This is an optimization exercise on Yosys and OpenROAD, whose aim is small area, a short achievable clock period and few clock cycles, not a production implementation. In this exercise RTL edits were held to simulation tests only and were not proved equivalent to the original. Power figures rest on the tool's default switching activity, not on a simulated workload.

### flow/design.v
`default_nettype none
package mcs51_pkg;
  localparam int IRAM_SIZE_DEFAULT = 128;
  localparam logic [7:0] SFR_SP  = 8'h81;
  localparam logic [7:0] SFR_PSW = 8'hD0;
  localparam logic [7:0] SFR_ACC = 8'hE0;
  localparam logic [7:0] SFR_B   = 8'hF0;
  localparam logic [7:0] SP_RESET = 8'h07;
  localparam logic [3:0] EA_PASS = 4'd0;
  localparam logic [3:0] EA_ADD  = 4'd1;
  localparam logic [3:0] EA_ADDC = 4'd2;
  localparam logic [3:0] EA_SUBB = 4'd3;
  localparam logic [3:0] EA_AND  = 4'd4;
  localparam logic [3:0] EA_OR   = 4'd5;
  localparam logic [3:0] EA_XOR  = 4'd6;
  localparam logic [3:0] EA_INC  = 4'd7;
  localparam logic [3:0] EA_DEC  = 4'd8;
  localparam logic [3:0] EA_CPL  = 4'd9;
  localparam logic [3:0] EA_CLR  = 4'd10;
  localparam logic [3:0] EA_CLRC = 4'd11;
  localparam logic [3:0] EA_SETC = 4'd12;
  localparam logic [1:0] ES_IMM = 2'd0;
  localparam logic [1:0] ES_MEM = 2'd1;
  localparam logic [1:0] ES_ACC = 2'd2;
  localparam logic [1:0] ED_NONE = 2'd0;
  localparam logic [1:0] ED_ACC  = 2'd1;
  localparam logic [1:0] ED_MEM  = 2'd2;
endpackage
`default_nettype wire
`timescale 1ns/1ps
`default_nettype none
module mcs51_reladd (
  input  logic [15:0] base,
  input  logic [7:0]  rel,
  output logic [15:0] target
);
  logic [4:0] lo;
  logic [4:0] mid0;
  logic [4:0] mid1;
  logic [4:0] mid;
  logic [7:0] hi_p1;
  logic [7:0] hi_m1;
  logic [7:0] hi_c;    
  logic [7:0] hi_n;    
  assign lo    = {1'b0, base[3:0]} + {1'b0, rel[3:0]};
  assign mid0  = {1'b0, base[7:4]} + {1'b0, rel[7:4]};
  assign mid1  = {1'b0, base[7:4]} + {1'b0, rel[7:4]} + 5'd1;
  assign mid   = lo[4] ? mid1 : mid0;
  assign hi_p1 = base[15:8] + 8'd1;
  assign hi_m1 = base[15:8] - 8'd1;
  assign hi_c  = rel[7] ? base[15:8] : hi_p1;
  assign hi_n  = rel[7] ? hi_m1 : base[15:8];
  assign target = {mid[4] ? hi_c : hi_n, mid[3:0], lo[3:0]};
endmodule
`default_nettype wire
`timescale 1ns/1ps
`default_nettype none
import mcs51_pkg::*;
module mcs51_core #(
  parameter int IRAM_SIZE = mcs51_pkg::IRAM_SIZE_DEFAULT
) (
  input  logic        clk,
  input  logic        reset_n,
  output logic [15:0] code_addr,
  input  logic [7:0]  code_rdata,
  output logic [7:0]  sfr_raddr,
  input  logic [7:0]  sfr_rdata,
  output logic [7:0]  sfr_waddr,
  output logic [7:0]  sfr_wdata,
  output logic        sfr_we
);
  localparam logic [1:0] F_OPC = 2'd0;
  localparam logic [1:0] F_B1  = 2'd1;
  localparam logic [1:0] F_B2  = 2'd2;
  logic [7:0] iram [128];
  logic [31:0] rn_one;   
  logic [7:0] acc;
  logic [7:1] psw;       
  logic [7:0] b_reg;
  logic [7:0] sp_reg;
  logic [15:0] pc;
  logic [1:0]  fst;
  logic [7:0]  f_opc;
  logic [7:0]  f_op1;
  logic        r_v;
  logic [3:0]  r_alu;
  logic [1:0]  r_src;
  logic [1:0]  r_dst;
  logic [7:0]  r_imm;
  logic        r_rn;     
  logic [7:0]  raddr;    
  logic        x_v;
  logic [7:0]  x_reg;    
  logic        x_int;    
  logic [7:0]  waddr;
  logic        x_wr_acc;
  logic        x_wr_iram;
  logic        x_wr_psw;
  logic        x_wr_b;
  logic        x_wr_sp;
  logic        x_wr_cy;
  logic        x_arith;
  logic        x_sub;
  logic        x_usecy;
  logic        x_and;
  logic        x_or;
  logic        x_xor;
  logic        x_inc;
  logic        x_dec;
  logic        x_cpl;
  logic        x_pass;
  logic        x_clrc;
  logic        x_setc;
  logic        wb_we;
  logic [6:0]  wb_addr;
  logic [7:0]  wb_data;
  assign code_addr = pc;
  function automatic logic [1:0] op_length(input logic [7:0] op);
    casez (op)
      8'h02, 8'h75:
        op_length = 2'd3;
      8'h74, 8'hE5, 8'hF5, 8'h24, 8'h34, 8'h94, 8'h54, 8'h44, 8'h64,
      8'h80, 8'h40, 8'h50, 8'h60, 8'h70, 8'b0111_1???, 8'b1101_1???:
        op_length = 2'd2;
      default:
        op_length = 2'd1;
    endcase
  endfunction
  function automatic logic [8:0] exec_ctl(input logic [7:0] op);
    casez (op)
      8'h04:        exec_ctl = {1'b1, EA_INC,  ES_ACC, ED_ACC};
      8'b0000_1???: exec_ctl = {1'b1, EA_INC,  ES_MEM, ED_MEM};
      8'h14:        exec_ctl = {1'b1, EA_DEC,  ES_ACC, ED_ACC};
      8'h24:        exec_ctl = {1'b1, EA_ADD,  ES_IMM, ED_ACC};
      8'b0010_1???: exec_ctl = {1'b1, EA_ADD,  ES_MEM, ED_ACC};
      8'h34:        exec_ctl = {1'b1, EA_ADDC, ES_IMM, ED_ACC};
      8'b0011_1???: exec_ctl = {1'b1, EA_ADDC, ES_MEM, ED_ACC};
      8'h44:        exec_ctl = {1'b1, EA_OR,   ES_IMM, ED_ACC};
      8'b0100_1???: exec_ctl = {1'b1, EA_OR,   ES_MEM, ED_ACC};
      8'h54:        exec_ctl = {1'b1, EA_AND,  ES_IMM, ED_ACC};
      8'b0101_1???: exec_ctl = {1'b1, EA_AND,  ES_MEM, ED_ACC};
      8'h64:        exec_ctl = {1'b1, EA_XOR,  ES_IMM, ED_ACC};
      8'b0110_1???: exec_ctl = {1'b1, EA_XOR,  ES_MEM, ED_ACC};
      8'h74:        exec_ctl = {1'b1, EA_PASS, ES_IMM, ED_ACC};
      8'h75:        exec_ctl = {1'b1, EA_PASS, ES_IMM, ED_MEM};
      8'b0111_1???: exec_ctl = {1'b1, EA_PASS, ES_IMM, ED_MEM};
      8'h94:        exec_ctl = {1'b1, EA_SUBB, ES_IMM, ED_ACC};
      8'b1001_1???: exec_ctl = {1'b1, EA_SUBB, ES_MEM, ED_ACC};
      8'hC3:        exec_ctl = {1'b1, EA_CLRC, ES_ACC, ED_NONE};
      8'hD3:        exec_ctl = {1'b1, EA_SETC, ES_ACC, ED_NONE};
      8'b1101_1???: exec_ctl = {1'b1, EA_DEC,  ES_MEM, ED_MEM};
      8'hE4:        exec_ctl = {1'b1, EA_CLR,  ES_ACC, ED_ACC};
      8'hE5:        exec_ctl = {1'b1, EA_PASS, ES_MEM, ED_ACC};
      8'b1110_1???: exec_ctl = {1'b1, EA_PASS, ES_MEM, ED_ACC};
      8'hF4:        exec_ctl = {1'b1, EA_CPL,  ES_ACC, ED_ACC};
      8'hF5:        exec_ctl = {1'b1, EA_PASS, ES_ACC, ED_MEM};
      8'b1111_1???: exec_ctl = {1'b1, EA_PASS, ES_ACC, ED_MEM};
      default:      exec_ctl = {1'b0, EA_PASS, ES_ACC, ED_NONE};
    endcase
  endfunction
  function automatic logic is_ext_sfr(input logic [7:0] a);
    is_ext_sfr = a[7] && (a != SFR_SP) && (a != SFR_PSW) && (a != SFR_ACC) && (a != SFR_B);
  endfunction
  logic [1:0] bank_eff;
  logic [6:0] addr_eff;
  logic [7:0] iram_rd;
  logic [7:0] res;
  logic       fwd_iram;
  logic [7:0] acc_fwd;
  logic [7:0] x_next;
  logic       r_int;
  assign bank_eff = x_wr_psw ? x_reg[4:3] : psw[4:3];
  assign addr_eff = r_rn ? {2'b00, bank_eff, raddr[2:0]} : raddr[6:0];
  assign iram_rd  = iram[addr_eff];
  logic       fwd_hit;   
  assign fwd_iram = fwd_hit;
  logic       wb_hit;    
  assign wb_hit   = wb_we && (wb_addr == addr_eff);
  assign acc_fwd  = x_wr_acc ? res : acc;
  assign r_int    = raddr[7] && !is_ext_sfr(raddr);
  logic       sel_ram;
  logic       sel_res;
  logic [7:0] x_early;
  assign sel_ram = (r_src == ES_MEM) && !raddr[7] && !fwd_iram && !wb_hit;
  assign sel_res = ((r_src == ES_MEM) && !raddr[7] && fwd_iram) || ((r_src == ES_ACC) && x_wr_acc);
  always_comb begin
    case (r_src)
      ES_IMM:  x_early = r_imm;
      ES_MEM:  x_early = raddr[7] ? sfr_rdata : wb_data;
      default: x_early = acc;
    endcase
  end
  assign x_next = sel_ram ? iram_rd : (sel_res ? res : x_early);
  logic       cy_in;
  logic [7:0] addend;
  logic [4:0] sum_lo;
  logic [4:0] sum_hi;
  logic       is_sub;
  logic       acc_par;
  logic [7:0] int_rd;
  assign acc_par = ^acc;
  always_comb begin
    case (waddr)
      SFR_ACC: int_rd = acc;
      SFR_B:   int_rd = b_reg;
      SFR_PSW: int_rd = {psw, acc_par};
      default: int_rd = sp_reg;
    endcase
  end
  assign is_sub = x_sub;
  assign addend = x_reg ^ {8{x_sub}};
  assign cy_in  = x_usecy && (psw[7] ^ x_sub);
  assign sum_lo = {1'b0, acc[3:0]} + {1'b0, addend[3:0]} + {4'd0, cy_in};
  assign sum_hi = {1'b0, acc[7:4]} + {1'b0, addend[7:4]} + {4'd0, sum_lo[4]};
  assign res = ({8{x_arith}} & {sum_hi[3:0], sum_lo[3:0]}) |
               ({8{x_and}} & (acc & x_reg)) |
               ({8{x_or}} & (acc | x_reg)) |
               ({8{x_xor}} & (acc ^ x_reg)) |
               ({8{x_inc}} & (x_reg + 8'd1)) |
               ({8{x_dec}} & (x_reg - 8'd1)) |
               ({8{x_cpl}} & ~x_reg) |
               ({8{x_pass && !x_int}} & x_reg) |
               ({8{x_pass && x_int}} & int_rd);
  logic x_flags;
  assign x_flags = x_arith;
  always_ff @(posedge clk) begin
    if (wb_we) iram[wb_addr] <= wb_data;
    if (wb_we && (wb_addr[6:5] == 2'b00)) rn_one[wb_addr[4:0]] <= (wb_data == 8'h01);
  end
  always_ff @(posedge clk or negedge reset_n) begin
    if (!reset_n) begin
      acc    <= 8'h00;
      psw    <= 7'h00;
      b_reg  <= 8'h00;
      sp_reg <= SP_RESET;
    end else begin
      if (x_wr_acc) acc <= res;
      if (x_wr_b) b_reg <= res;
      if (x_wr_sp) sp_reg <= res;
      if (x_wr_psw) begin
        psw <= res[7:1];
      end else begin
        if (x_flags) begin
          psw[7] <= is_sub ? !sum_hi[4] : sum_hi[4];
          psw[6] <= is_sub ? !sum_lo[4] : sum_lo[4];
          psw[2] <= (acc[7] == addend[7]) && (sum_hi[3] != acc[7]);
        end
        if (x_clrc) psw[7] <= 1'b0;
        if (x_setc) psw[7] <= 1'b1;
      end
    end
  end
  always_ff @(posedge clk or negedge reset_n) begin
    if (!reset_n) begin
      x_v       <= 1'b0;
      x_wr_acc  <= 1'b0;
      x_wr_iram <= 1'b0;
      x_wr_psw  <= 1'b0;
      x_wr_b    <= 1'b0;
      x_wr_sp   <= 1'b0;
      x_wr_cy   <= 1'b0;
      x_arith   <= 1'b0;
      x_clrc    <= 1'b0;
      x_setc    <= 1'b0;
      wb_we     <= 1'b0;
    end else begin
      wb_we     <= x_wr_iram;
      x_arith   <= r_v && ((r_alu == EA_ADD) || (r_alu == EA_ADDC) || (r_alu == EA_SUBB));
      x_clrc    <= r_v && (r_alu == EA_CLRC);
      x_setc    <= r_v && (r_alu == EA_SETC);
      x_v       <= r_v;
      x_wr_acc  <= r_v && ((r_dst == ED_ACC) || ((r_dst == ED_MEM) && (raddr == SFR_ACC)));
      x_wr_iram <= r_v && (r_dst == ED_MEM) && !raddr[7];
      x_wr_psw  <= r_v && (r_dst == ED_MEM) && (raddr == SFR_PSW);
      x_wr_b    <= r_v && (r_dst == ED_MEM) && (raddr == SFR_B);
      x_wr_sp   <= r_v && (r_dst == ED_MEM) && (raddr == SFR_SP);
      x_wr_cy   <= r_v && ((r_alu == EA_ADD) || (r_alu == EA_ADDC) || (r_alu == EA_SUBB) ||
                           (r_alu == EA_CLRC) || (r_alu == EA_SETC) ||
                           ((r_dst == ED_MEM) && (raddr == SFR_PSW)));
    end
  end
  always_ff @(posedge clk) begin
    wb_addr   <= waddr[6:0];
    wb_data   <= res;
    x_sub     <= (r_alu == EA_SUBB);
    x_usecy   <= (r_alu == EA_ADDC) || (r_alu == EA_SUBB);
    x_and     <= (r_alu == EA_AND);
    x_or      <= (r_alu == EA_OR);
    x_xor     <= (r_alu == EA_XOR);
    x_inc     <= (r_alu == EA_INC);
    x_dec     <= (r_alu == EA_DEC);
    x_cpl     <= (r_alu == EA_CPL);
    x_pass    <= (r_alu == EA_PASS);
    x_reg     <= x_next;
    x_int     <= (r_src == ES_MEM) && r_int;
    waddr     <= {raddr[7], addr_eff};
  end
  logic [1:0]  len_in;   
  logic [8:0]  ctl_in;
  logic [15:0] pc_inc;
  logic [15:0] pc_rel;
  logic        cond;
  logic        cond_hz;
  logic        djnz_hz;
  logic        stall;
  logic        taken;
  logic        f_len3;
  logic [8:0]  f_ctl;
  logic        f_djnz;
  logic        f_jcc;
  logic        f_sjmp;
  logic        f_rn2;
  logic        f_movda;
  logic        f_movdi;
  logic        f_ljmp;
  logic        pend;
  logic [1:0]  pend_kind;
  logic [15:0] pend_tgt;
  logic        pend_taken;
  assign len_in  = op_length(code_rdata);
  assign ctl_in  = exec_ctl(code_rdata);
  assign pc_inc  = pc + 16'd1;
  mcs51_reladd u_reladd (
    .base   (pc_inc),
    .rel    (code_rdata),
    .target (pc_rel)
  );
  function automatic logic jcond(input logic [1:0] kind, input logic [7:0] a, input logic c);
    case (kind)
      2'd0:    jcond = c;
      2'd1:    jcond = !c;
      2'd2:    jcond = (a == 8'h00);
      default: jcond = (a != 8'h00);
    endcase
  endfunction
  assign cond       = jcond(f_opc[5:4], acc, psw[7]);
  assign cond_hz    = f_opc[5] ? x_wr_acc : x_wr_cy;
  logic       r_wr_iram;
  logic       nx_rn;
  logic [7:0] nx_raddr;
  logic [6:0] nx_eff;
  logic       djnz_hz_q;
  assign r_wr_iram = r_v && (r_dst == ED_MEM) && !raddr[7];
  always_comb begin
    nx_rn    = r_rn;
    nx_raddr = raddr;
    if (fst == F_OPC) begin
      nx_rn    = 1'b1;
      nx_raddr = {5'b00000, code_rdata[2:0]};
    end else if (fst == F_B1 && !f_rn2) begin
      nx_rn    = 1'b0;
      nx_raddr = code_rdata;
    end
  end
  assign nx_eff  = nx_rn ? {2'b00, bank_eff, nx_raddr[2:0]} : nx_raddr[6:0];
  assign djnz_hz = djnz_hz_q;
  assign pend_taken = pend && jcond(pend_kind, acc, psw[7]);
  assign stall      = f_djnz && djnz_hz;
  assign taken = f_sjmp ||
                 (f_djnz && (wb_hit ? (wb_data != 8'h01) : !rn_one[addr_eff[4:0]])) ||
                 (f_jcc && !cond_hz && cond);
  logic       issue_v;
  logic [8:0] ctl;
  always_comb begin
    case (fst)
      F_OPC:   issue_v = (len_in == 2'd1) && ctl_in[8] && !pend_taken;
      F_B1:    issue_v = !f_len3 && f_ctl[8] && !stall;
      default: issue_v = f_ctl[8];
    endcase
  end
  assign ctl = (fst == F_OPC) ? ctl_in : f_ctl;
  logic        sel_rel;
  logic        sel_lj;
  logic [15:0] pc_early;
  logic [15:0] pc_next;
  assign sel_rel  = (fst == F_B1) && !stall && taken;
  assign sel_lj   = (fst == F_B2) && f_ljmp;
  assign pc_early = ((fst == F_OPC) && pend_taken) ? pend_tgt :
                    ((fst == F_B1) && stall) ? pc : pc_inc;
  assign pc_next  = ({16{sel_rel}} & pc_rel) |
                    ({16{sel_lj}} & {f_op1, code_rdata}) |
                    ({16{!sel_rel && !sel_lj}} & pc_early);
  always_ff @(posedge clk) begin
    r_alu     <= ctl[7:4];
    r_src     <= ctl[3:2];
    r_dst     <= ctl[1:0];
    r_imm     <= code_rdata;
    pend_kind <= f_opc[5:4];
    pend_tgt  <= pc_rel;
  end
  always_ff @(posedge clk) begin
    if (fst == F_OPC && !pend_taken) begin
      f_opc   <= code_rdata;
      f_len3  <= (len_in == 2'd3);
      f_ctl   <= ctl_in;
      f_djnz  <= (code_rdata[7:3] == 5'b1101_1);
      f_jcc   <= (code_rdata == 8'h40) || (code_rdata == 8'h50) ||
                 (code_rdata == 8'h60) || (code_rdata == 8'h70);
      f_sjmp  <= (code_rdata == 8'h80);
      f_rn2   <= (code_rdata[7:3] == 5'b0111_1) || (code_rdata[7:3] == 5'b1101_1);
      f_movda <= (code_rdata == 8'hF5);
      f_movdi <= (code_rdata == 8'h75);
      f_ljmp  <= (code_rdata == 8'h02);
    end
    if (fst == F_B1 && !stall) f_op1 <= code_rdata;
    if (fst == F_B1 && !stall && f_movda && is_ext_sfr(code_rdata)) begin
      sfr_waddr <= code_rdata;
      sfr_wdata <= acc_fwd;
    end
    if (fst != F_OPC && fst != F_B1 && f_movdi && is_ext_sfr(f_op1)) begin
      sfr_waddr <= f_op1;
      sfr_wdata <= code_rdata;
    end
  end
  always_ff @(posedge clk or negedge reset_n) begin
    if (!reset_n) begin
      pc        <= 16'h0000;
      fst       <= F_OPC;
      pend      <= 1'b0;
      djnz_hz_q <= 1'b0;
      fwd_hit   <= 1'b0;
      r_v       <= 1'b0;
      r_rn      <= 1'b0;
      raddr     <= 8'h00;
      sfr_we    <= 1'b0;
    end else begin
      sfr_we    <= 1'b0;
      pend      <= 1'b0;
      fwd_hit   <= r_wr_iram && !nx_raddr[7] && (addr_eff == nx_eff);
      djnz_hz_q <= (fst == F_OPC) && r_wr_iram && (addr_eff == nx_eff);
      r_v       <= issue_v;
      pc        <= pc_next;
      case (fst)
        F_OPC: begin
          if (!pend_taken) begin
            raddr   <= {5'b00000, code_rdata[2:0]};
            r_rn    <= 1'b1;
            if (len_in != 2'd1) fst <= F_B1;
          end
        end
        F_B1: begin
          if (!stall) begin
            if (!f_rn2) begin
              raddr <= code_rdata;
              r_rn  <= 1'b0;
            end
            if (f_len3) fst <= F_B2;
            else fst <= F_OPC;
            if (f_jcc && cond_hz) pend <= 1'b1;
            if (f_movda && is_ext_sfr(code_rdata)) begin
              sfr_we    <= 1'b1;
            end
          end
        end
        default: begin
          fst <= F_OPC;
          if (f_movdi && is_ext_sfr(f_op1)) begin
            sfr_we    <= 1'b1;
          end
        end
      endcase
    end
  end
  logic [7:0] sfr_ra;
  always_ff @(posedge clk or negedge reset_n) begin
    if (!reset_n) sfr_ra <= 8'h00;
    else if (fst == F_B1) sfr_ra <= code_rdata;
  end
  assign sfr_raddr = sfr_ra;
endmodule
`default_nettype wire
### flow/flow/run.sh
#!/bin/bash
# The standard ORFS layout with three changes: adders are left to ABC as plain
# gates (no full/half-adder cells, which ABC cannot restructure for speed),
# timing repair aims past the clock period (repair_timing's setup margin), and
# no gate cloning, which can leave an overloaded driver after the last design
# repair.
set -euo pipefail
bash standard.sh SETUP_SLACK_MARGIN=6.5 SKIP_GATE_CLONING=1 ADDER_MAP_FILE= finish > standard_flow.log 2>&1
### flow/standard.sh
#!/bin/bash
# synth_recipe.tcl (not shown) runs the flow's synth.tcl, then flattens the netlist and writes it again
# the make line also repeats each setting of config.mk as NAME=value (left out here)
make -C /OpenROAD-flow-scripts/flow DESIGN_CONFIG=/design/flow/config.mk WORK_HOME=/design/flow/orfs CLKGATE_MAP_FILE= SYNTH_SCRIPT=/design/flow/synth_recipe.tcl "${@:-finish}"
### flow/config.mk
export PLATFORM = sky130hd
export DESIGN_NAME = mcs51_core
export DESIGN_NICKNAME = mcs51_core
export VERILOG_FILES = /design/flow/design.v
export SDC_FILE = /design/flow/constraint.sdc
export NUM_CORES = 4
export LEC_CHECK = 0
export CAP_MARGIN = 20
export CORE_MARGIN = 2
export CORE_UTILIZATION = 40
export SLEW_MARGIN = 20
export SYNTH_HIERARCHICAL = 1
export SYNTH_MINIMUM_KEEP_SIZE = 0
### flow/constraint.sdc
create_clock -name core_clock -period 10.0 [get_ports {clk}]
set_input_delay 2.0000 -clock core_clock [delete_from_list [all_inputs] [get_ports {clk}]]
set_output_delay 2.0000 -clock core_clock [all_outputs]
set_load 0.01 [all_outputs]
==> impl_metrics.env, run 1 <==
export IMPL_nets=3137
export IMPL_rows=132
export IMPL_grt_pass1_wl_um=188200
export IMPL_largest_register="iram"
export IMPL_drc=0
export IMPL_cts_tree="built"
export IMPL_synth_most_common_cell="edfxtp_1"
export IMPL_final_cell_area_mm2=0.05986
export IMPL_largest_register_ffs=1024
export IMPL_ys_flop_type="edfxtp_1"
export IMPL_synth_seq_cells=1255
export IMPL_io_pins=59
export IMPL_synth_area_mm2=0.05225
export IMPL_grt_overflow=0
export IMPL_clk_latency_ns=0.76
export IMPL_post_place_cells=4661
export IMPL_cp_data_required_time_ns=10.64
export IMPL_synth_area_leader_cell="edfxtp_1"
export IMPL_synth_common_cells="edfxtp_1 (1099), mux4_2 (346), nor2_1 (250)"
export IMPL_setup_tns_ns=0
export IMPL_tightestPinTransition_ns=1.084
export IMPL_place_congestion=0.8533
export IMPL_die_area_mm2=0.1335
export IMPL_grt_usage_pct=19.14
export IMPL_maxCapViolCount=0
export IMPL_placed_area_mm2=0.05467
export IMPL_cts_sinks=1255
export IMPL_hp_start="x_wr_iram$_DFF_PN0_"
export IMPL_grt_pass1_vias=27660
export IMPL_p_leak_nw=19.38
export IMPL_critical_path_class="reg -> reg"
export IMPL_cp_slowest_cell="or4b_4"
export IMPL_fin_crit_sh_pct=34.52
export IMPL_die_w_um=365.4
export IMPL_critical_path_top_delay_family="simple AND/OR/NAND/NOR gates"
export IMPL_antenna_found_initial=1
export IMPL_crit_arrival_ns=4.09
export IMPL_grt_max_degree=97
export IMPL_core_area_mm2=0.1296
export IMPL_dp_hpwl_um=74360
export IMPL_max_slew_margin_pct=27.17
export IMPL_hold_viol=0
export IMPL_clock_fmax_mhz=289.7
export IMPL_skew_ns=0.03138
export IMPL_layout_drive_gt1_share_pct=23.98
export IMPL_cpPeakStageDelay_ns=0.58
export IMPL_antenna_cells=0
export IMPL_port_buffers=58
export IMPL_cp_max_fo=6
export IMPL_setup_violations_final=0
export IMPL_initial_core_util_pct=40.30
export IMPL_htreeDepth=4
export IMPL_synth_edf_count=1099
export IMPL_stdcell_count=4970
export IMPL_firstDrtPassIters=5
export IMPL_synth_nets=3026
export IMPL_worst_path_buf_inv=0
export IMPL_route_vias_total=27940
export IMPL_cts_path_max_buffers=3
export IMPL_fp_dieH_um=365.4
export IMPL_syn2layout_area_growth_pct=14.56
export IMPL_numCtsBuffers=133
export IMPL_drv_slew=0
export IMPL_hold_path_class="reg -> reg"
export IMPL_worstPathCellList="and3_2 > and4_2 > nand4_1 > nor2_4 > xor2_1 > or4b_4 > nand2b_4 > or3_1 > mux2i_1 > xor2_1 > a221o_1"
export IMPL_wl_per_cell_um=25.62
export IMPL_yosysSeqAreaShare_pct=69.92
export IMPL_rr_worst_depth=11
export IMPL_cp_end_kind="flip-flop"
export IMPL_synthArstFlopShare_pct=6.454
export IMPL_holdPathEnd="wb_we$_DFF_PN0_"
export IMPL_num_fill_cells=10920
export IMPL_ys_warn_count=7
export IMPL_timing_rr_start="pc[0]$_DFF_PN0_"
export IMPL_crit_path_start_kind="flip-flop"
export IMPL_drt_iter0_drc=3103
export IMPL_clk_pin_slew_worst_paths_ns=0.06
export IMPL_viasPerCell=5.621
export IMPL_powerDensity_mw_per_mm2=242.0
export IMPL_min_delay_path_depth=0
export IMPL_synth_cell_types=90
export IMPL_rsz0062_at_grt="yes"
export IMPL_syn_inst=3008
export IMPL_cts_root_buf="clkbuf_16"
export IMPL_period_needed_ns=3.452
export IMPL_netlist_area_leader_share_pct=63.16
export IMPL_max_vdd_ir_drop_v=0.0002512
export IMPL_outcome="finished clean"
export IMPL_cp_common_cell="xor2_1"
export IMPL_r2r_end="pc[14]$_DFF_PN0_"
export IMPL_r2r_slack_ns=6.55
export IMPL_synth_area_per_cell_um2=17.37
export IMPL_ant_nets=0
export IMPL_synthTopCellsByArea="edfxtp_1 (63%), mux4_2 (15%), dfrtp_1 (3.7%), dfxtp_1 (2.9%), nor2_1 (1.8%)"
export IMPL_routed_wl_um=127300
export IMPL_ctsHoldBuffers=0
routing by layer:
metal | global-route usage [%] | up-vias | routed length [µm]
met3 | 3.293 | 171 | 7523
li1 | - | 12240 | -
met1 | 27.65 | 14630 | 56170
met4 | 5.075 | 0 | 2721
met5 | 0 | - | 0
met2 | 30.15 | 890 | 60910
cell families after synthesis:
logic type                 after synthesis  synth area share [%]
DFF                                   1255                 69.92
adders and majority gates                9                0.1748
muxes                                  400                 16.00
AOI/OAI and AO/OA                      381                 4.765
and+or+nand+nor                        625                 5.498
buffers and inverters                  238                 1.935
xor gates and xnor gates               100                 1.703
placed cells by master, fill, tap and decap left out, types with 9 or more instances in the layout:
| master | count |
|---|---|
| edfxtp_1 | 1099 |
| mux4_2 | 346 |
| nor2_1 | 241 |
| nand2_1 | 151 |
| clkbuf_16 | 136 |
| o21ai_0 | 115 |
| buf_4 | 87 |
| a21oi_1 | 76 |
| xnor2_1 | 66 |
| dfxtp_1 | 64 |
| dfrtp_1 | 61 |
| nand3_1 | 44 |
| inv_1 | 36 |
| nor3_1 | 34 |
| clkbuf_1 | 34 |
| xor2_1 | 33 |
| mux2i_1 | 31 |
| o31ai_1 | 29 |
| dlygate4sd2_1 | 27 |
| a22oi_1 | 26 |
| clkinv_2 | 25 |
| nand2b_1 | 23 |
| mux2_2 | 23 |
| nor2b_1 | 19 |
| a211oi_1 | 18 |
| clkinv_1 | 18 |
| and3_1 | 16 |
| buf_12 | 15 |
| a31oi_1 | 13 |
| dfrtp_2 | 13 |
| and2_1 | 12 |
| clkdlybuf4s15_1 | 12 |
| nor4_1 | 11 |
| o22ai_1 | 9 |
| clkdlybuf4s50_1 | 9 |
| dfxtp_4 | 9 |
power breakdown:
| part | total, W | switching [W] | internal, W | leakage (nW) |
|---|---|---|---|---|
| combinational | 0.00264 | 0.00158 | 0.00105 | 5.67 |
| clock | 0.00479 | 0.00206 | 0.00273 | 2.07 |
| sequential | 0.00705 | 0.000547 | 0.00651 | 11.6 |
| total | 0.0145 | 0.00420 | 0.0103 | 19.4 |
repair_timing:
action / 4_1_cts / 5_1_grt
pin swaps: 4 / 11
endpoints found under the hold margin: 0 / 0
setup buffers: 38 / 27
endpoints found under the setup margin: 122 / 34
gates resized for setup: 121 / 37
modules after synthesis (local to each module, per instance):
module	copies in the design	cell area, µm²	cells inside	flip-flops and latches
mcs51_core	1	51680	2929	1255
mcs51_reladd	1	574.3	79	0
cell type report:
class / count / area [µm²] / area share [%]
Timing Repair Buffer: 173 / 1777 / 2.968
Multi-Input combinational cell: 1515 / 14890 / 24.87
Tap cell: 1742 / 2180 / 3.641
Clock inverter: 69 / 651.9 / 1.089
Sequential cell: 1255 / 36600 / 61.15
Inverter: 41 / 165.2 / 0.2759
Clock buffer: 175 / 3600 / 6.014
worst max-delay path by stage:
stage | start | end | slack, ns | depth (start not counted)
after CTS | code_rdata[7] | pc[14]$_DFF_PN0_ | 6.31 | 8
final | pc[0]$_DFF_PN0_ | pc[14]$_DFF_PN0_ | 6.55 | 11
after floorplan | code_rdata[0] | pc[14]$_DFF_PN0_ | 6.31 | 8
after global routing | raddr[0]$_DFFE_PN0P_ | pc[14]$_DFF_PN0_ | 6.42 | 10
after detailed placement | raddr[0]$_DFFE_PN0P_ | pc[14]$_DFF_PN0_ | 4.85 | 9
after global placement | raddr[0]$_DFFE_PN0P_ | pc[14]$_DFF_PN0_ | 4.83 | 9
through the flow:
stage / hold WS (ns) / total power (W) / utilization [%] / setup WS (ns)
detailed placement: 0.3410 / 0.009639 / 42.17 / 4.848
finish: 0.3556 / 0.01448 / 46.17 / 6.548
floorplan: 0.3311 / 0.008649 / - / 6.311
global placement: 0.3385 / 0.009580 / 42.17 / 4.826
global route: 0.3571 / 0.01508 / 46.17 / 6.421
CTS: 0.3560 / 0.01453 / 45.89 / 6.312
Testbench counts, summed over its fixed seeds: cycles 39,651.
==> inputs of run 2 (changes only) <==
--- a/flow/flow/run.sh
+++ b/flow/flow/run.sh
@@ -5,4 +5,4 @@
 # no gate cloning, which can leave an overloaded driver after the last design
 # repair.
 set -euo pipefail
-bash standard.sh SETUP_SLACK_MARGIN=6.5 SKIP_GATE_CLONING=1 ADDER_MAP_FILE= finish > standard_flow.log 2>&1
+bash standard.sh SETUP_SLACK_MARGIN=6.8 SKIP_GATE_CLONING=1 ADDER_MAP_FILE= finish > standard_flow.log 2>&1
==> impl_metrics.env, run 2 <==
export IMPL_grtUsageMet1_pct=29.09
export IMPL_grt_busiest_layer="met2"
export IMPL_drc=0
export IMPL_drt_iter0_drc=3242
export IMPL_synth_area_leader_cell="edfxtp_1"
export IMPL_largest_register="iram"
export IMPL_clk_pin_slew_worst_paths_ns=0.06
export IMPL_synth_nets=3026
export IMPL_power_frac_comb_pct=19.8
export IMPL_dp_hpwl_um=75480
export IMPL_ctsHoldBuffers=0
export IMPL_min_delay_path_depth=0
export IMPL_yosysSeqAreaShare_pct=69.92
export IMPL_layout_drive_gt1_share_pct=28.55
export IMPL_worst_path_buf_inv=1
export IMPL_numCtsBuffers=132
export IMPL_netlist_area_leader_share_pct=63.16
export IMPL_grt_overflow=0
export IMPL_wl_per_cell_um=26.66
export IMPL_fin_crit_sh_pct=33.47
export IMPL_outcome="finished clean"
export IMPL_place_congestion=0.8351
export IMPL_p_leak_nw=19.89
export IMPL_clkPwrFrac_pct=31.9
export IMPL_core_area_mm2=0.1296
export IMPL_die_w_um=365.4
export IMPL_syn_inst=3008
export IMPL_cp_data_required_time_ns=8.00
export IMPL_io_pins=59
export IMPL_route_vias_total=28810
export IMPL_rows=132
export IMPL_ys_flop_type="edfxtp_1"
export IMPL_grt_max_degree=93
export IMPL_hold_path_class="reg -> reg"
export IMPL_critical_path_top_delay_family="flip-flops"
export IMPL_nets=3214
export IMPL_die_area_mm2=0.1335
export IMPL_synth_most_common_cell="edfxtp_1"
export IMPL_rsz0062_at_grt="yes"
export IMPL_synth_cell_types=90
export IMPL_cts_path_max_buffers=3
export IMPL_maxCapViolCount=0
export IMPL_period_needed_ns=3.347
export IMPL_clock_fmax_mhz=298.8
export IMPL_viasPerCell=5.715
export IMPL_critical_path_class="reg -> out"
export IMPL_grt_pass1_vias=28150
export IMPL_grt_usage_pct=20.19
export IMPL_synthTopCellsByArea="edfxtp_1 (63%), mux4_2 (15%), dfrtp_1 (3.7%), dfxtp_1 (2.9%), nor2_1 (1.8%)"
export IMPL_rr_worst_depth=12
export IMPL_max_vdd_ir_drop_v=0.0001638
export IMPL_ys_warn_count=7
export IMPL_final_common_cell="edfxtp_1"
export IMPL_cp_max_fo=4
export IMPL_synth_area_per_cell_um2=17.37
export IMPL_synth_common_cells="edfxtp_1 (1099), mux4_2 (346), nor2_1 (250)"
export IMPL_powerDensity_mw_per_mm2=240.7
export IMPL_ant_nets=0
export IMPL_final_cell_mix="edfxtp_1 (1099), mux4_2 (346), nor2_1 (236)"
export IMPL_cts_tree="built"
export IMPL_crit_arrival_ns=1.35
export IMPL_setup_tns_ns=0
export IMPL_cp_end_kind="output pin"
export IMPL_hold_viol=0
export IMPL_skew_ns=0.02970
export IMPL_routed_wl_um=134400
export IMPL_port_buffers=58
export IMPL_cp_depth=1
export IMPL_intPower_w=0.01036
export IMPL_fp_dieH_um=365.4
export IMPL_setup_violations_final=0
export IMPL_p_seq_share_pct=48.2
export IMPL_clk_latency_ns=0.77
export IMPL_syn2layout_area_growth_pct=16.50
export IMPL_crit_path_start_kind="flip-flop"
export IMPL_tightestPinTransition_ns=1.062
export IMPL_cp_slowest_cell="dfrtp_2"
export IMPL_switching_power_w=0.004291
export IMPL_cts_root_buf="clkbuf_16"
export IMPL_antenna_found_initial=0
export IMPL_grt_util_met2_pct=31.95
export IMPL_synth_edf_count=1099
export IMPL_num_fill_cells=10870
export IMPL_synth_area_mm2=0.05225
export IMPL_synth_seq_cells=1255
export IMPL_switching_share_pct=29.29
export IMPL_post_place_cells=4660
export IMPL_stdcell_count=5041
export IMPL_firstDrtPassIters=6
export IMPL_drv_slew=0
export IMPL_largest_register_ffs=1024
export IMPL_grt_pass1_wl_um=196400
export IMPL_synthArstFlopShare_pct=6.454
export IMPL_initial_core_util_pct=40.30
export IMPL_max_slew_margin_pct=28.91
export IMPL_cpPeakStageDelay_ns=0.45
export IMPL_cts_sinks=1255
export IMPL_met3_usage_pct=3.303
export IMPL_htreeDepth=4
export IMPL_antenna_cells=0
export IMPL_worstPathCellList="buf_6"
==> run 2: cell types whose count changed in the layout (fill, tap and decap cells not counted), sizes merged, moves of 2 or more <==
cell and change:
buf +120, clkdlybuf4s15 -14, bufinv -2, dlygate4sd2 -25, clkinvlp -5, clkbuf -6
dlymetal6s2s -5, clkinv +9
==> run 2: layout make-up <==
cell class | count | area, µm² | share of cell area (%)
Clock inverter | 71 | 534.3 | 0.8777
Sequential cell | 1255 | 36620 | 60.15
Tap cell | 1742 | 2180 | 3.581
Clock buffer | 166 | 3545 | 5.823
Timing Repair Buffer | 251 | 2684 | 4.409
Multi-Input combinational cell | 1515 | 15150 | 24.89
Inverter | 41 | 161.4 | 0.2652
==> run 2: cells by family (layout without fill, tap and decap cells) <==
| family | count (synthesis) | after routing | share of synthesized area [%] |
|---|---|---|---|
| flops | 1255 | 1255 | 69.92 |
| fa+ha+maj | 9 | 9 | 0.1748 |
| simple gates | 625 | 625 | 5.498 |
| mux | 400 | 400 | 16.00 |
| compound gates | 381 | 381 | 4.765 |
| buf+inv | 238 | 529 | 1.935 |
| xor+xnor | 100 | 100 | 1.703 |
==> run 2: metal layers <==
layer | wire length (µm) | part of all wire, %
met1 | 57740 | 43
met4 | 3169 | 2.4
met3 | 8931 | 6.6
met2 | 64540 | 48
met5 | 0 | 0
==> run 2: path summary, 6_finish.rpt <==
kind / slack [ns] / startpoint / endpoint
min in group asynchronous: 1.21 / reset_n / sfr_we$_DFF_PN0_
hold / removal: 0.34 / waddr[2]$_DFF_P_ / wb_addr[2]$_DFF_P_
max in group asynchronous: 7.66 / reset_n / raddr[0]$_DFFE_PN0P_
setup reg to reg: 6.66 / raddr[0]$_DFFE_PN0P_ / x_reg[1]$_DFF_P_
hold reg to reg: 0.34 / waddr[2]$_DFF_P_ / wb_addr[2]$_DFF_P_
setup / recovery: 6.65 / pc[1]$_DFF_PN0_ / code_addr[1]
==> run 2: through the flow <==
step	hold WS (ns)	worst slack (ns)	utilization (%)	total power, W	cell area (µm²)
final	0.3436	6.653	46.95	0.01465	60870
after CTS	0.3348	6.563	46.47	0.01455	60250
after floorplan	0.3311	6.311	-	0.008612	52410
after global placement	0.3361	5.073	42.18	0.009588	54690
after global routing	0.3387	6.610	46.95	0.01521	60870
after detailed placement	0.3355	5.027	42.18	0.009628	54690
==> run 2: timing repair <==
item / 4_1_cts / 5_1_grt
endpoints found under the hold margin: 0 / 0
pin swaps: 20 / 34
setup buffers: 100 / 44
setup endpoints to repair: 156 / 110
gates resized for setup: 311 / 81
==> run 2: power groups by stage <==
stage	Combinational, W	Clock [W]	Sequential (W)
final	0.00291	0.00468	0.00706
after global routing	0.00313	0.00497	0.00711
after CTS	0.00273	0.00475	0.00707
after detailed placement	0.00241	0	0.00722
after global placement	0.00238	0	0.00720
after floorplan	0.00160	0	0.00702
==> run 2: per-module statistics from Yosys, one instance, submodules excluded <==
module | flops+latches | copies in the design | cells
mcs51_core | 1255 | 1 | 2929
mcs51_reladd | 0 | 1 | 79
==> inputs of run 3 (changes only) <==
--- a/flow/config.mk
+++ b/flow/config.mk
@@ -7,7 +7,7 @@
 export LEC_CHECK = 0
 export CAP_MARGIN = 20
 export CORE_MARGIN = 2
-export CORE_UTILIZATION = 40
+export CORE_UTILIZATION = 45
 export SLEW_MARGIN = 20
 export SYNTH_HIERARCHICAL = 1
 export SYNTH_MINIMUM_KEEP_SIZE = 0
==> impl_metrics.env, run 3 <==
export IMPL_multi_input_area_mm2=0.01519
export IMPL_synth_edf_count=1099
export IMPL_stdcell_count=4858
export IMPL_drv_slew=0
export IMPL_final_cell_mix="edfxtp_1 (1099), mux4_2 (346), nor2_1 (208)"
export IMPL_firstDrtPassIters=7
export IMPL_seq_area_mm2=0.03662
export IMPL_largest_register_ffs=1024
export IMPL_cts_root_buf="clkbuf_16"
export IMPL_synth_seq_cells=1255
export IMPL_layout_drive_gt1_share_pct=29.93
export IMPL_initial_core_util_pct=45.15
export IMPL_largest_register="iram"
export IMPL_syn_inst=3008
export IMPL_drc=0
export IMPL_ys_flop_type="edfxtp_1"
export IMPL_cts_sinks=1255
export IMPL_syn2layout_area_growth_pct=17.39
export IMPL_dp_hpwl_um=78320
export IMPL_power_w=0.01486
export IMPL_yosysSeqAreaShare_pct=69.92
export IMPL_clk_pin_slew_worst_paths_ns=0.06
export IMPL_netlist_area_leader_share_pct=63.16
export IMPL_synth_nets=3026
export IMPL_synth_common_cells="edfxtp_1 (1099), mux4_2 (346), nor2_1 (250)"
export IMPL_antenna_cells=0
export IMPL_setup_tns_ns=0
export IMPL_hold_viol=0
export IMPL_grt_max_degree=105
export IMPL_crit_arrival_ns=3.71
export IMPL_die_area_mm2=0.1189
export IMPL_period_needed_ns=3.341
export IMPL_cp_data_required_time_ns=10.37
export IMPL_ys_warn_count=7
export IMPL_critical_path_class="reg -> reg"
export IMPL_pre_cts_ws_ns=4.769
export IMPL_synth_area_leader_cell="edfxtp_1"
export IMPL_num_fill_cells=9013
export IMPL_cp_max_fo=36
export IMPL_io_pins=59
export IMPL_clock_fmax_mhz=299.3
export IMPL_htreeDepth=4
export IMPL_max_slew_margin_pct=23.90
export IMPL_place_congestion=0.8601
export IMPL_fin_crit_sh_pct=33.41
export IMPL_hold_path_class="reg -> reg"
export IMPL_core_area_mm2=0.1157
export IMPL_die_w_um=344.8
export IMPL_synth_area_per_cell_um2=17.37
export IMPL_cp_end_kind="flip-flop"
export IMPL_rsz0062_at_grt="yes"
export IMPL_antenna_found_initial=1
export IMPL_synth_cell_types=90
export IMPL_grt_overflow=0
export IMPL_route_vias_total=29610
export IMPL_setup_slack_ns=6.659
export IMPL_ant_nets=0
export IMPL_routed_wl_um=137600
export IMPL_synthArstFlopShare_pct=6.454
export IMPL_synth_most_common_cell="edfxtp_1"
export IMPL_crit_path_start_kind="flip-flop"
export IMPL_grt_pass1_wl_um=202400
export IMPL_outcome="finished clean"
export IMPL_max_vdd_ir_drop_v=0.0002062
export IMPL_fp_dieH_um=344.8
export IMPL_clk_latency_ns=0.76
export IMPL_wl_per_cell_um=28.33
export IMPL_rows=125
export IMPL_skew_ns=0.03068
export IMPL_grt_usage_pct=23.41
export IMPL_synth_area_mm2=0.05225
export IMPL_numCtsBuffers=132
export IMPL_final_common_cell="edfxtp_1"
export IMPL_grt_pass1_vias=29160
export IMPL_nets=3244
export IMPL_port_buffers=58
export IMPL_powerDensity_mw_per_mm2=242.2
export IMPL_setup_violations_final=0
export IMPL_maxCapViolCount=0
export IMPL_synthTopCellsByArea="edfxtp_1 (63%), mux4_2 (15%), dfrtp_1 (3.7%), dfxtp_1 (2.9%), nor2_1 (1.8%)"
export IMPL_p_leak_nw=20.17
export IMPL_post_place_cells=4438
export IMPL_cts_tree="built"
export IMPL_cts_path_max_buffers=3
export IMPL_tightestPinTransition_ns=1.137
export IMPL_drt_iter0_drc=3751
export IMPL_viasPerCell=6.094
[run 3: cell counts after synthesis]
Identical to the previous run, type by type.
[run 3: kinds of logic (layout without fill, tap and decap cells)]
family          count (synthesis)  in the layout  share of synthesized area [%]
compound gates                381            381                          4.765
flops                        1255           1255                          69.92
fa+ha+maj                       9              9                         0.1748
mux                           400            400                          16.00
buf+inv                       238            564                          1.935
simple gates                  625            625                          5.498
xor+xnor                      100            100                          1.703
[run 3: worst paths after layout]
check	from	end	slack, ns	depth (start not counted)
max in group asynchronous	reset_n	x_wr_psw$_DFF_PN0_	7.60	2
min in group asynchronous	reset_n	pc[13]$_DFF_PN0_	1.21	1
setup / recovery	wb_addr[5]$_DFF_P_	iram[26][1]$_DFFE_PP_	6.66	5
hold reg to reg	waddr[0]$_DFF_P_	wb_addr[0]$_DFF_P_	0.37	0
setup reg to reg	wb_addr[5]$_DFF_P_	iram[26][1]$_DFFE_PP_	6.66	5
hold / removal	waddr[0]$_DFF_P_	wb_addr[0]$_DFF_P_	0.37	0
[run 3: cell type report]
cell class                      count  share of cell area [%]
Multi-Input combinational cell   1515                   24.76
Tap cell                         1524                   3.109
Timing Repair Buffer              281                   5.186
Inverter                           41                  0.2693
Sequential cell                  1255                   59.71
Clock buffer                      179                   5.977
Clock inverter                     63                  0.9853
[run 3: Yosys stat by module (local to each module, per instance)]
module        cell area (µm²)  cells  flip-flops and latches  copies in the design
mcs51_core              51680   2929                    1255                     1
mcs51_reladd            574.3     79                       0                     1
[run 3: layer usage]
layer / GRT usage, % / routed length (µm)
met1: 34.05 / 57330
met5: 0 / 13
met2: 37.51 / 66980
met4: 5.997 / 3075
met3: 3.298 / 10250
[run 3: metrics by stage]
stage / hold slack, ns / utilization, % / area (µm²)
after floorplan: 0.3311 / - / 52410
after global placement: 0.3456 / 46.98 / 54370
after detailed placement: 0.3413 / 46.98 / 54370
after CTS: 0.3575 / 52.38 / 60620
after global routing: 0.3712 / 53.00 / 61340
final: 0.3673 / 53.00 / 61340
[run 3: report_power, final]
group          total (W)  internal [W]  switching [W]
logic            0.00299       0.00124        0.00175
clock network    0.00483       0.00276        0.00207
registers        0.00703       0.00651       0.000520
total             0.0149        0.0105        0.00434
[run 3: repair_timing]
item,4_1_cts,5_1_grt
gates resized for setup,357,76
setup buffers,123,55
setup endpoints to repair,343,287
hold buffers,0,0
pin swaps,21,21
[run 3: critical path, stage by stage, from the launching register on]
cell	delay, ns
dfxtp_1	0.48
nor2_1	0.66
and2_1	0.22
buf_4	0.40
nand3_1	0.34
nor2_1	0.85
==> inputs of run 4 (changes only) <==
--- a/flow/flow/run.sh
+++ b/flow/flow/run.sh
@@ -5,4 +5,4 @@
 # no gate cloning, which can leave an overloaded driver after the last design
 # repair.
 set -euo pipefail
-bash standard.sh SETUP_SLACK_MARGIN=6.8 SKIP_GATE_CLONING=1 ADDER_MAP_FILE= finish > standard_flow.log 2>&1
+bash standard.sh SETUP_SLACK_MARGIN=7.0 SKIP_GATE_CLONING=1 ADDER_MAP_FILE= finish > standard_flow.log 2>&1
--- a/flow/config.mk
+++ b/flow/config.mk
@@ -7,7 +7,7 @@
 export LEC_CHECK = 0
 export CAP_MARGIN = 20
 export CORE_MARGIN = 2
-export CORE_UTILIZATION = 45
+export CORE_UTILIZATION = 40
 export SLEW_MARGIN = 20
 export SYNTH_HIERARCHICAL = 1
 export SYNTH_MINIMUM_KEEP_SIZE = 0
==> impl_metrics.env, run 4 <==
export IMPL_cp_slowest_cell="mux4_2"
export IMPL_clock_fmax_mhz=295.8
export IMPL_die_w_um=365.4
export IMPL_cp_max_fo=6
export IMPL_firstDrtPassIters=6
export IMPL_syn_inst=3008
export IMPL_cp_end_kind="flip-flop"
export IMPL_synth_area_leader_cell="edfxtp_1"
export IMPL_synth_area_per_cell_um2=17.37
export IMPL_power_w=0.01521
export IMPL_antenna_found_initial=1
export IMPL_clk_pin_slew_worst_paths_ns=0.06
export IMPL_synthTopCellsByArea="edfxtp_1 (63%), mux4_2 (15%), dfrtp_1 (3.7%), dfxtp_1 (2.9%), nor2_1 (1.8%)"
export IMPL_final_cell_mix="edfxtp_1 (1099), mux4_2 (346), nor2_1 (174)"
export IMPL_cts_root_buf="clkbuf_16"
export IMPL_viasPerCell=5.814
export IMPL_htreeDepth=4
export IMPL_numCtsBuffers=134
export IMPL_nets=3285
export IMPL_ys_warn_count=7
export IMPL_worst_path_buf_inv=7
export IMPL_outcome="finished clean"
export IMPL_skew_ns=0.02656
export IMPL_cts_sinks=1255
export IMPL_cts_tree="built"
export IMPL_max_slew_margin_pct=30.58
export IMPL_drt_iter0_drc=3821
export IMPL_layout_drive_gt1_share_pct=33.55
export IMPL_synth_area_mm2=0.05225
export IMPL_grt_pass1_vias=28800
export IMPL_synthArstFlopShare_pct=6.454
export IMPL_synth_most_common_cell="edfxtp_1"
export IMPL_hold_viol=0
export IMPL_max_vdd_ir_drop_v=0.0002289
export IMPL_period_needed_ns=3.381
export IMPL_wl_per_cell_um=27.99
export IMPL_critical_path_top_delay_family="multiplexers"
export IMPL_cp_data_required_time_ns=10.62
export IMPL_yosysSeqAreaShare_pct=69.92
export IMPL_clk_latency_ns=0.77
export IMPL_syn2layout_area_growth_pct=19.56
export IMPL_io_pins=59
export IMPL_multi_input_area_mm2=0.01563
export IMPL_setup_violations_final=0
export IMPL_final_common_cell="edfxtp_1"
export IMPL_num_fill_cells=10650
export IMPL_grt_usage_pct=21.33
export IMPL_place_congestion=0.8307
export IMPL_drc=0
export IMPL_synth_common_cells="edfxtp_1 (1099), mux4_2 (346), nor2_1 (250)"
export IMPL_cp_common_cell="buf_16"
export IMPL_crit_path_start_kind="flip-flop"
export IMPL_die_area_mm2=0.1335
export IMPL_setup_tns_ns=0
export IMPL_synth_seq_cells=1255
export IMPL_powerDensity_mw_per_mm2=243.5
export IMPL_routed_wl_um=143200
export IMPL_fp_dieH_um=365.4
export IMPL_worstPathCellList="buf_16 > buf_16 > buf_6 > buf_16 > buf_16 > buf_16 > buf_12 > mux4_2 > mux4_2 > mux4_2 > nand2_2 > nand2_1 > nand2_1 > o31ai_1"
export IMPL_antenna_cells=0
export IMPL_drv_slew=0
export IMPL_crit_arrival_ns=4.00
export IMPL_grt_max_degree=97
export IMPL_fin_crit_sh_pct=33.81
export IMPL_cts_path_max_buffers=3
export IMPL_route_vias_total=29740
export IMPL_largest_register="iram"
export IMPL_rows=132
export IMPL_core_area_mm2=0.1296
export IMPL_hold_path_class="reg -> reg"
export IMPL_rsz0062_at_grt="yes"
export IMPL_synth_nets=3026
export IMPL_cpPeakStageDelay_ns=0.53
export IMPL_p_leak_nw=20.47
export IMPL_synth_edf_count=1099
export IMPL_grt_pass1_wl_um=205400
export IMPL_port_buffers=58
export IMPL_critical_path_class="reg -> reg"
export IMPL_synth_cell_types=90
export IMPL_maxCapViolCount=0
export IMPL_dp_hpwl_um=76890
export IMPL_grt_overflow=0
export IMPL_netlist_area_leader_share_pct=63.16
export IMPL_ant_nets=0
export IMPL_ctsHoldBuffers=0
export IMPL_tightestPinTransition_ns=1.041
export IMPL_initial_core_util_pct=40.30
export IMPL_seq_area_mm2=0.03663
export IMPL_ys_flop_type="edfxtp_1"
export IMPL_largest_register_ffs=1024
==> run 4: stage by stage <==
stage / hold slack, ns / setup WS (ns) / utilization (%) / cell area, µm² / instances
2_1_floorplan: 0.3311 / 6.311 / - / 52520 / 3008
3_3_place_gp: 0.3395 / 5.204 / 42.20 / 54710 / 4656
3_5_place_dp: 0.3404 / 5.161 / 42.21 / 54720 / 4656
4_1_cts: 0.3526 / 6.600 / 47.49 / 61570 / 5065
5_1_grt: 0.3697 / 6.576 / 48.18 / 62470 / 5116
6_report: 0.3646 / 6.619 / 48.18 / 62470 / 5116
==> run 4: where the power goes <==
group,internal (W),switching (W)
Combinational,0.00140,0.00188
Sequential,0.00651,0.000531
Clock,0.00280,0.00209
==> run 4: path summary, 6_finish.rpt <==
check / start / cells past startpoint / slack [ns] / end
setup / recovery: raddr[0]$_DFFE_PN0P_ / 14 / 6.62 / x_reg[6]$_DFF_P_
hold / removal: x_wr_iram$_DFF_PN0_ / 0 / 0.36 / wb_we$_DFF_PN0_
setup reg to reg: raddr[0]$_DFFE_PN0P_ / 14 / 6.62 / x_reg[6]$_DFF_P_
hold reg to reg: x_wr_iram$_DFF_PN0_ / 0 / 0.36 / wb_we$_DFF_PN0_
max in group asynchronous: reset_n / 2 / 7.59 / raddr[0]$_DFFE_PN0P_
min in group asynchronous: reset_n / 1 / 1.15 / sfr_we$_DFF_PN0_
==> run 4: kinds of logic after synthesis <==
family	share of synthesized area, %
buffers and inverters	1.935
multiplexers	16.00
flip-flops	69.92
XOR/XNOR	1.703
AO/OA/AOI/OAI	4.765
AND/OR/NAND/NOR	5.498
adder cells (fa/ha/maj)	0.1748
==> run 4: routing by layer <==
layer	share of wire, %	up-vias	global-route usage (%)
met3	7.2	208	3.347
met2	48	1256	33.89
met4	2.4	2	5.737
met1	42	15740	30.71
met5	0.0091	-	0
li1	-	12540	-
==> run 4: timing repair <==
item | 4_1_cts | 5_1_grt
setup buffers | 166 | 51
setup endpoints to repair | 613 | 594
pin swaps | 51 | 59
gates resized for setup | 433 | 120
==> run 4: area by class of cell <==
cell class / instances / share of cell area, %
Timing Repair Buffer: 320 / 5.678
Clock buffer: 170 / 5.736
Tap cell: 1742 / 3.489
Inverter: 41 / 0.2684
Sequential cell: 1255 / 58.63
Clock inverter: 73 / 1.188
Multi-Input combinational cell: 1515 / 25.01
==> run 4: Yosys stat by module (local to each module, per instance) <==
module | flip-flops and latches | cells inside | copies in the design | cell area, µm²
mcs51_core | 1255 | 2929 | 1 | 51680
mcs51_reladd | 0 | 79 | 1 | 574.3
==> inputs of run 5 (changes only) <==
--- a/flow/flow/run.sh
+++ b/flow/flow/run.sh
@@ -5,4 +5,4 @@
 # no gate cloning, which can leave an overloaded driver after the last design
 # repair.
 set -euo pipefail
-bash standard.sh SETUP_SLACK_MARGIN=7.0 SKIP_GATE_CLONING=1 ADDER_MAP_FILE= finish > standard_flow.log 2>&1
+bash standard.sh SETUP_SLACK_MARGIN=7.3 SKIP_GATE_CLONING=1 ADDER_MAP_FILE= finish > standard_flow.log 2>&1
==> impl_metrics.env, run 5 <==
export IMPL_firstDrtPassIters=5
export IMPL_dp_hpwl_um=78590
export IMPL_cp_data_required_time_ns=8.00
export IMPL_netlist_area_leader_share_pct=63.16
export IMPL_syn2layout_area_growth_pct=21.86
export IMPL_final_common_cell="edfxtp_1"
export IMPL_initial_core_util_pct=40.30
export IMPL_clk_pin_slew_worst_paths_ns=0.06
export IMPL_synth_area_mm2=0.05225
export IMPL_htreeDepth=4
export IMPL_place_congestion=0.8232
export IMPL_grt_usage_pct=21.35
export IMPL_synth_most_common_cell="edfxtp_1"
export IMPL_cp_slowest_cell="dfrtp_2"
export IMPL_critical_path_top_delay_family="flip-flops"
export IMPL_die_w_um=365.4
export IMPL_final_cell_mix="edfxtp_1 (1099), mux4_2 (346), buf_4 (174)"
export IMPL_cpPeakStageDelay_ns=0.44
export IMPL_largest_register="iram"
export IMPL_drv_slew=0
export IMPL_grt_max_degree=93
export IMPL_grt_pass1_wl_um=207800
export IMPL_synth_area_per_cell_um2=17.37
export IMPL_rsz0062_at_grt="yes"
export IMPL_fp_dieH_um=365.4
export IMPL_hold_path_class="reg -> reg"
export IMPL_viasPerCell=5.775
export IMPL_synth_edf_count=1099
export IMPL_port_buffers=58
export IMPL_cts_root_buf="clkbuf_16"
export IMPL_ctsHoldBuffers=0
export IMPL_grt_pass1_vias=29420
export IMPL_clock_fmax_mhz=299.6
export IMPL_synth_cell_types=90
export IMPL_grt_overflow=0
export IMPL_drc=0
export IMPL_die_area_mm2=0.1335
export IMPL_hold_viol=0
export IMPL_p_leak_nw=20.85
export IMPL_routed_wl_um=142600
export IMPL_yosysSeqAreaShare_pct=69.92
export IMPL_syn_inst=3008
export IMPL_synth_area_leader_cell="edfxtp_1"
export IMPL_clk_latency_ns=0.76
export IMPL_cts_sinks=1255
export IMPL_cts_tree="built"
export IMPL_io_pins=59
export IMPL_ys_warn_count=7
export IMPL_crit_arrival_ns=1.34
export IMPL_crit_path_start_kind="flip-flop"
export IMPL_ys_flop_type="edfxtp_1"
export IMPL_worst_path_buf_inv=1
export IMPL_worstPathCellList="buf_6"
export IMPL_setup_slack_ns=6.663
export IMPL_maxCapViolCount=0
export IMPL_cts_path_max_buffers=3
export IMPL_setup_tns_ns=0
export IMPL_pre_cts_ws_ns=5.016
export IMPL_cp_end_kind="output pin"
export IMPL_holdWs_ns=0.3617
export IMPL_wl_per_cell_um=27.66
export IMPL_largest_register_ffs=1024
export IMPL_synth_seq_cells=1255
export IMPL_period_needed_ns=3.337
export IMPL_final_cell_area_mm2=0.06367
export IMPL_setup_violations_final=0
export IMPL_placed_area_mm2=0.05476
export IMPL_outcome="finished clean"
export IMPL_max_slew_margin_pct=29.10
export IMPL_antenna_cells=0
export IMPL_max_vdd_ir_drop_v=0.0001637
export IMPL_core_area_mm2=0.1296
export IMPL_synth_nets=3026
export IMPL_antenna_found_initial=1
export IMPL_layout_drive_gt1_share_pct=37.33
export IMPL_tightestPinTransition_ns=1.064
export IMPL_skew_ns=0.03544
export IMPL_cp_max_fo=2
export IMPL_drt_iter0_drc=3276
export IMPL_synth_common_cells="edfxtp_1 (1099), mux4_2 (346), nor2_1 (250)"
export IMPL_powerDensity_mw_per_mm2=243.4
export IMPL_fin_crit_sh_pct=33.37
export IMPL_critical_path_class="reg -> out"
export IMPL_synthTopCellsByArea="edfxtp_1 (63%), mux4_2 (15%), dfrtp_1 (3.7%), dfxtp_1 (2.9%), nor2_1 (1.8%)"
export IMPL_route_vias_total=29770
export IMPL_numCtsBuffers=134
export IMPL_ant_nets=0
export IMPL_synthArstFlopShare_pct=6.454
export IMPL_nets=3326
export IMPL_rows=132
run 5: cell counts after synthesis:
Identical to the previous run, type by type.
run 5: per-layer routing:
metal  global-route usage (%)  share of wire [%]  routed length [µm]
met5                        0             0.0091                  13
met2                    34.64                 49               70350
met1                    30.13                 42               59800
met4                    6.003                2.4                3436
met3                    3.161                6.3                9004
run 5: modules after synthesis (local to each module, per instance):
module | times used | cells inside | cell area [µm²] | flip-flops and latches
mcs51_core | 1 | 2929 | 51680 | 1255
mcs51_reladd | 1 | 79 | 574.3 | 0
run 5: through the flow:
step | instances | total power (W) | util [%]
floorplan | 3008 | 0.008664 | -
global placement | 4660 | 0.009673 | 42.24
detailed placement | 4660 | 0.009701 | 42.24
CTS | 5108 | 0.01526 | 48.23
global route | 5155 | 0.01604 | 49.11
finish | 5155 | 0.01550 | 49.11
run 5: kinds of logic after synthesis:
| group | synth area share [%] |
|---|---|
| flops | 69.92 |
| simple gates | 5.498 |
| mux | 16.00 |
| compound gates | 4.765 |
| buf+inv | 1.935 |
| xor+xnor | 1.703 |
| fa+ha+maj | 0.1748 |
run 5: final cells by class:
class / count / area, µm²
fill: 10530 / 65980
sequential: 1255 / 36640
multi-input combinational: 1515 / 16320
timing repair buffer: 361 / 4105
clock buffer: 174 / 3610
tap: 1742 / 2180
clock inverter: 67 / 651.9
inverter: 41 / 171.4
run 5: final timing paths:
kind / startpoint / end / slack (ns) / cells after the start
worst max-delay path: pc[0]$_DFF_PN0_ / code_addr[0] / 6.66 / 1
worst min-delay path: x_wr_iram$_DFF_PN0_ / wb_we$_DFF_PN0_ / 0.36 / 0
worst max register to register: raddr[0]$_DFFE_PN0P_ / x_reg[0]$_DFF_P_ / 6.73 / 13
worst min register to register: x_wr_iram$_DFF_PN0_ / wb_we$_DFF_PN0_ / 0.36 / 0
max in group asynchronous: reset_n / raddr[0]$_DFFE_PN0P_ / 7.66 / 2
min in group asynchronous: reset_n / pc[13]$_DFF_PN0_ / 1.21 / 1
run 5: report_power, final:
group / leakage, nW / total [W] / switching (W) / internal, W
clock network: 2.08 / 0.00488 / 0.00205 / 0.00284
registers: 11.6 / 0.00704 / 0.000523 / 0.00652
logic: 7.14 / 0.00358 / 0.00201 / 0.00157
total: 20.8 / 0.0155 / 0.00458 / 0.0109
run 5: what timing repair did:
item | 4_1_cts | 5_1_grt
pin swaps | 65 | 76
setup buffers | 207 | 47
endpoints found under the setup margin | 1142 | 739
gates resized for setup | 595 | 181
==> inputs of run 6 (changes only) <==
--- a/flow/flow/run.sh
+++ b/flow/flow/run.sh
@@ -5,4 +5,4 @@
 # no gate cloning, which can leave an overloaded driver after the last design
 # repair.
 set -euo pipefail
-bash standard.sh SETUP_SLACK_MARGIN=7.3 SKIP_GATE_CLONING=1 ADDER_MAP_FILE= finish > standard_flow.log 2>&1
+bash standard.sh SETUP_SLACK_MARGIN=6.65 SKIP_GATE_CLONING=1 ADDER_MAP_FILE= finish > standard_flow.log 2>&1
==> impl_metrics.env, run 6 <==
export IMPL_max_vdd_ir_drop_v=0.0001913
export IMPL_grt_pass1_wl_um=194900
export IMPL_ctsHoldBuffers=0
export IMPL_postLayoutCoreUtil_pct=46.51
export IMPL_hold_viol=0
export IMPL_cp_max_fo=6
export IMPL_core_area_mm2=0.1296
export IMPL_r2r_end="pc[14]$_DFF_PN0_"
export IMPL_timing_rr_start="pc[0]$_DFF_PN0_"
export IMPL_crit_start="pc[0]$_DFF_PN0_"
export IMPL_firstDrtPassIters=6
export IMPL_grt_usage_pct=19.95
export IMPL_syn2layout_area_growth_pct=15.40
export IMPL_fin_crit_sh_pct=33.36
export IMPL_synth_area_mm2=0.05225
export IMPL_numCtsBuffers=133
export IMPL_skew_ns=0.02426
export IMPL_rsz0062_at_grt="yes"
export IMPL_intPower_w=0.01047
export IMPL_clkPwrFrac_pct=33.2
export IMPL_yosysSeqAreaShare_pct=69.92
export IMPL_p_seq_share_pct=47.9
export IMPL_io_pins=59
export IMPL_switching_power_w=0.004224
export IMPL_crit_arrival_ns=3.97
export IMPL_dp_hpwl_um=75960
export IMPL_hp_start="waddr[0]$_DFF_P_"
export IMPL_ys_warn_count=7
export IMPL_routed_wl_um=133200
export IMPL_die_w_um=365.4
export IMPL_synth_nets=3026
export IMPL_powerDensity_mw_per_mm2=243.7
export IMPL_synth_most_common_cell="edfxtp_1"
export IMPL_die_area_mm2=0.1335
export IMPL_synth_area_per_cell_um2=17.37
export IMPL_seq_area_mm2=0.03661
export IMPL_route_vias_total=28510
export IMPL_r2r_slack_ns=6.66
export IMPL_multi_input_area_mm2=0.01501
export IMPL_synthArstFlopShare_pct=6.454
export IMPL_cts_root_buf="clkbuf_16"
export IMPL_synth_area_leader_cell="edfxtp_1"
export IMPL_max_slew_margin_pct=27.03
export IMPL_cts_sinks=1255
export IMPL_grt_overflow=0
export IMPL_outcome="finished clean"
export IMPL_grt_pass1_vias=28070
export IMPL_ant_nets=0
export IMPL_initial_core_util_pct=40.30
export IMPL_nets=3164
export IMPL_critical_path_class="reg -> reg"
export IMPL_netlist_area_leader_share_pct=63.16
export IMPL_viasPerCell=5.710
export IMPL_cts_tree="built"
export IMPL_largest_register_ffs=1024
export IMPL_rr_worst_depth=12
export IMPL_cts_path_max_buffers=3
export IMPL_clock_fmax_mhz=299.8
export IMPL_synthTopCellsByArea="edfxtp_1 (63%), mux4_2 (15%), dfrtp_1 (3.7%), dfxtp_1 (2.9%), nor2_1 (1.8%)"
export IMPL_layout_drive_gt1_share_pct=26.55
export IMPL_cp_end_kind="flip-flop"
export IMPL_clk_pin_slew_worst_paths_ns=0.06
export IMPL_power_frac_comb_pct=19.0
export IMPL_holdPathEnd="wb_addr[0]$_DFF_P_"
export IMPL_drc=0
export IMPL_period_needed_ns=3.336
export IMPL_crit_path_start_kind="flip-flop"
export IMPL_setup_violations_final=0
export IMPL_hold_path_class="reg -> reg"
export IMPL_switching_share_pct=28.75
export IMPL_antenna_found_initial=0
export IMPL_antenna_cells=0
export IMPL_port_buffers=58
export IMPL_syn_inst=3008
export IMPL_htreeDepth=4
export IMPL_final_common_cell="edfxtp_1"
export IMPL_largest_register="iram"
export IMPL_rows=132
export IMPL_maxCapViolCount=0
export IMPL_synth_common_cells="edfxtp_1 (1099), mux4_2 (346), nor2_1 (250)"
export IMPL_final_cell_mix="edfxtp_1 (1099), mux4_2 (346), nor2_1 (233)"
export IMPL_drv_slew=0
export IMPL_min_delay_path_depth=0
export IMPL_synth_seq_cells=1255
export IMPL_ys_flop_type="edfxtp_1"
export IMPL_setup_tns_ns=0
export IMPL_clk_latency_ns=0.76
export IMPL_p_leak_nw=19.59
export IMPL_cp_data_required_time_ns=10.63
export IMPL_tightestPinTransition_ns=1.095
export IMPL_grt_max_degree=94
export IMPL_drt_iter0_drc=3808
export IMPL_place_congestion=0.8165
export IMPL_num_fill_cells=10900
export IMPL_wl_per_cell_um=26.68
export IMPL_synth_cell_types=90
export IMPL_synth_edf_count=1099
export IMPL_fp_dieH_um=365.4
run 6: worst max path at each step:
stage / to / slack (ns) / cells past startpoint
finish: pc[14]$_DFF_PN0_ / 6.66 / 12
global route: pc[14]$_DFF_PN0_ / 6.52 / 12
CTS: pc[14]$_DFF_PN0_ / 6.53 / 12
detailed placement: pc[14]$_DFF_PN0_ / 5.04 / 8
global placement: pc[14]$_DFF_PN0_ / 5.05 / 8
floorplan: pc[14]$_DFF_PN0_ / 6.31 / 8
run 6: kinds of logic (layout without fill, tap and decap cells):
group / after synthesis / count (layout) / share of synthesized area [%]
AO/OA/AOI/OAI: 381 / 381 / 4.765
XOR/XNOR: 100 / 100 / 1.703
adder cells (fa/ha/maj): 9 / 9 / 0.1748
buffers and inverters: 238 / 480 / 1.935
flip-flops: 1255 / 1255 / 69.92
multiplexers: 400 / 400 / 16.00
AND/OR/NAND/NOR: 625 / 625 / 5.498
run 6: modules after synthesis, one instance, submodules excluded:
| module | cell area, µm² | cells | flip-flops and latches |
|---|---|---|---|
| mcs51_core | 51680 | 2929 | 1255 |
| mcs51_reladd | 574.3 | 79 | 0 |
run 6: routing by layer:
| layer | GRT usage (%) | routed length, µm | up-vias |
|---|---|---|---|
| met1 | 28.68 | 57400 | 14930 |
| li1 | - | - | 12280 |
| met2 | 31.44 | 64300 | 1108 |
| met4 | 5.721 | 3114 | 0 |
| met3 | 3.298 | 8388 | 186 |
| met5 | 0 | 0 | - |
run 6: critical path, stage by stage (launching register included):
cell,delay [ns]
dfrtp_2,0.39
buf_4,0.13
and3_4,0.22
and4_4,0.27
nand4_1,0.19
nor2_2,0.18
xor2_1,0.17
or4b_4,0.58
nand2b_4,0.16
or3_1,0.30
mux2i_1,0.16
xor2_1,0.10
a221o_1,0.36
run 6: per-stage QoR:
step,hold slack [ns],instance area [µm²],power (W),worst slack (ns),cells
floorplan,0.3311,52380,0.008627,6.311,3008
global placement,0.3370,54660,0.009576,5.051,4658
detailed placement,0.3355,54660,0.009621,5.039,4658
CTS,0.3401,59790,0.01467,6.528,4964
global route,0.3453,60290,0.01525,6.516,4992
finish,0.3406,60290,0.01470,6.664,4992
run 6: final cells by class:
class,count,area share (%)
multi-input combinational,1515,24.89
clock buffer,169,6.020
sequential,1255,60.72
timing repair buffer,200,3.403
clock inverter,70,1.079
inverter,41,0.2677
tap,1742,3.615
run 6: timing repair:
item	CTS	global route
gates resized for setup	263	63
setup endpoints to repair	131	113
pin swaps	8	21
setup buffers	67	28
run 6: power groups by stage:
| stage | clock (W) | sequential, W | combinational, W |
|---|---|---|---|
| floorplan | 0 | 0.00703 | 0.00160 |
| global placement | 0 | 0.00717 | 0.00241 |
| detailed placement | 0 | 0.00718 | 0.00244 |
| CTS | 0.00496 | 0.00703 | 0.00268 |
| global route | 0.00515 | 0.00708 | 0.00302 |
| finish | 0.00487 | 0.00703 | 0.00279 |

Re-timed with assumed drivers on the ports (clkbuf_16 on the clock, buf_2 on other inputs), run 6 has 6.591 ns of setup slack against 6.664 ns with ideal ports, and 5.901 ns once port delays also move by the mid clock arrival of 0.829 ns.
